Background: an optimization exercise with open tools, aiming at small area, a short achievable clock period and few clock cycles per item. Do not read the settings as production practice. The RTL was checked by simulation tests, not by an equivalence proof against the original design. Power is estimated from default activity; no workload was simulated.

## lane 5
// dual_window_average_balance
module dual_window_average_balance (
    input  logic                                clk,
    input  logic                                rst_n,
    input  logic                                in_valid,
    output logic                                in_ready,
    input  logic [11:0]                         in_sample,
    input  logic                                in_last,
    output logic                                out_valid,
    input  logic                                out_ready,
    output logic [12:0]                         out_balance,
    input  logic                                cfg_wen,
    input  logic [dwab_pkg::CFG_INDEX_BITS-1:0] cfg_index,
    input  logic [dwab_pkg::CFG_BITS-1:0]       cfg_data
);
==> flow/config.mk <==
export PLATFORM = sky130hd
export DESIGN_NAME = dual_window_average_balance
export DESIGN_NICKNAME = dual_window_average_balance
export VERILOG_FILES = /design/flow/design.v
export SDC_FILE = /design/flow/constraint.sdc
export NUM_CORES = 4
export LEC_CHECK = 0
export CAP_MARGIN = 20
export CORE_MARGIN = 2
export CORE_UTILIZATION = 40
export CTS_CLUSTER_DIAMETER = 100
export CTS_CLUSTER_SIZE = 22
export SETUP_SLACK_MARGIN = 2.6
export SLEW_MARGIN = 20
==> flow/constraint.sdc <==
create_clock -name core_clock -period 6.0 [get_ports {clk}]
set_input_delay 1.2000 -clock core_clock [delete_from_list [all_inputs] [get_ports {clk}]]
set_output_delay 1.2000 -clock core_clock [all_outputs]
set_load 0.01 [all_outputs]
run.sh (not shown) runs the stock make flow with config.mk's settings and CLKGATE_MAP_FILE= SYNTH_SCRIPT=/design/flow/synth_recipe.tcl, a recipe that flattens the netlist after the stock synthesis.
Testbench counts of lane 5, summed over its fixed seeds: cycles 22,131, samples 19,200.
Setup changes, lane 5 to lane 1
diff --git a/flow/design.v b/flow/design.v
--- a/flow/design.v
+++ b/flow/design.v
@@ -191,18 +191,19 @@
     output logic [12:0]                         out_balance,
     input  logic                                cfg_wen,
     input  logic [dwab_pkg::CFG_INDEX_BITS-1:0] cfg_index,
     input  logic [dwab_pkg::CFG_BITS-1:0]       cfg_data
 );
     localparam int DEPTH = 64;
     logic [6:0] long_window_reg, short_window_reg;
     logic [6:0] long_c, short_c, st;
     logic [5:0] lt1, st1;                
+    logic       cfg_wen_d;
     function automatic logic [6:0] clamp_len(input logic [6:0] v);
         if (v == 7'd0)
             clamp_len = 7'd1;
         else if (v > 7'd64)
             clamp_len = 7'd64;
         else
             clamp_len = v;
     endfunction
     assign long_c  = clamp_len(long_window_reg);
@@ -210,30 +211,32 @@
     assign st      = (short_c > long_c) ? long_c : short_c;
     always_ff @(posedge clk or negedge rst_n)
     begin
         if (!rst_n)
         begin
             long_window_reg  <= LONG_WINDOW_RESET;
             short_window_reg <= SHORT_WINDOW_RESET;
             lt1              <= 6'(LONG_WINDOW_RESET - 7'd1);
             st1              <= 6'(SHORT_WINDOW_RESET - 7'd1);
+            cfg_wen_d        <= 1'b0;
         end
         else
         begin
             if (cfg_wen)
             begin
                 if (cfg_index == 1'b0)
                     long_window_reg <= cfg_data;
                 else
                     short_window_reg <= cfg_data;
             end
             lt1       <= 6'(long_c - 7'd1);
             st1       <= 6'(st - 7'd1);
+            cfg_wen_d <= cfg_wen;
         end
     end
     logic        in_ready_reg;
     logic        valid_a, last_a;
     logic [11:0] x_a;
     logic [11:0] hist [DEPTH];
     logic [6:0]  vc;             
     logic [6:0]  fill;           
     logic [5:0]  lm1, sm1;
@@ -426,20 +429,19 @@
     logic        valid_o, valid_s;
     logic [12:0] data_o, data_s;
     logic        load_o, valid_s_next, sync;
     assign en          = !valid_s;
     assign load_o      = out_ready || !valid_o;
     assign out_valid   = valid_o;
     assign out_balance = data_o;
     assign in_ready    = in_ready_reg;
     assign valid_s_next = valid_s ? !out_ready : (valid_o && !out_ready && res_valid);
-    assign sync = !pre_l_n && !pre_s_n && (lm1_n == 6'(long_c - 7'd1))
-               && (sm1_n == 6'(st - 7'd1));
+    assign sync = !pre_l && !pre_s && (lm1 == lt1) && (sm1 == st1);
     assign stale   = (ld1 != lm1) || (sd1 != sm1);
     assign newpend = (valid_b && new_b) || (valid_c && new_c);
     assign hold    = valid_c && (new_c || upd_d);
     assign en_f    = en && !hold;
     assign upd     = stale && !pipe_busy && !(valid_b && !new_b) && !(valid_c && !new_c);
     assign hold_n  = (en_f ? valid_b : valid_c) && (((en_f ? new_b : new_c) && !upd) || upd);
     always_ff @(posedge clk or negedge rst_n)
     begin
         if (!rst_n)
@@ -464,19 +466,19 @@
             new_b <= (en_f ? (issue && stale) : new_b) && !upd;
             new_c <= (en_f ? new_b : new_c) && !upd;
             if (upd)
             begin
                 ld  <= {1'b0, lm1} + 7'd1;
                 sd  <= {1'b0, sm1} + 7'd1;
                 ld1 <= lm1;
                 sd1 <= sm1;
             end
-            in_ready_reg <= !valid_s_next && !hold_n && !cfg_wen && sync;
+            in_ready_reg <= !valid_s_next && !hold_n && !cfg_wen && !cfg_wen_d && sync;
         end
     end
     always_ff @(posedge clk)
     begin
         if (load_o)
             data_o <= valid_s ? data_s : res;
         if (!valid_s && !load_o)
             data_s <= res;
     end
Results
Number of library cell types mapped by synthesis: lane 1 < lane 5
Net load switching power ends up lower on lane 1.
The number of violations reported at the end of detailed-routing iteration 0 number comes out lower for lane 5 vs lane 1.
Lane 1 vs lane 5: first-pass GRT wire length down
Lane 1 vs. lane 5: area overhead of the layout relative to synthesis now smaller; count of clock-buffer cells in the layout now sits lower; total power lower.
Testbench counts of lane 1, summed over its fixed seeds: cycles 22,243, samples 19,200.

## what the ideal ports hide
The flow's constraints put no driver on any port. The routed layouts listed below were extracted and timed again, unchanged, in two steps. Step 1 assumes that a clkbuf_16 drives the clock port and a buf_2 every other input. Step 2 moves the port delays by t, midway between the first and last clock arrival at a register: inputs arrive t later, outputs are due t later. That takes back most of the time a late clock gives input paths. Slacks: ideal ports / drivers / drivers and shift; pairs: ideal ports / drivers.
| run | shift t [ns] | setup slack, ns | hold WS [ns] | worst setup path at the end | cell pins on the clock port's net |
|---|---|---|---|---|---|
| lane 5 | 0.837 | 2.473 / 2.473 / 2.473 | 0.337 / 0.324 / 0.337 | register to register | 1 |
| lane 1 | 0.838 | 2.490 / 2.490 / 2.490 | 0.339 / 0.339 / 0.339 | register to register | 1 |
After both steps setup and hold are still met in every run listed.
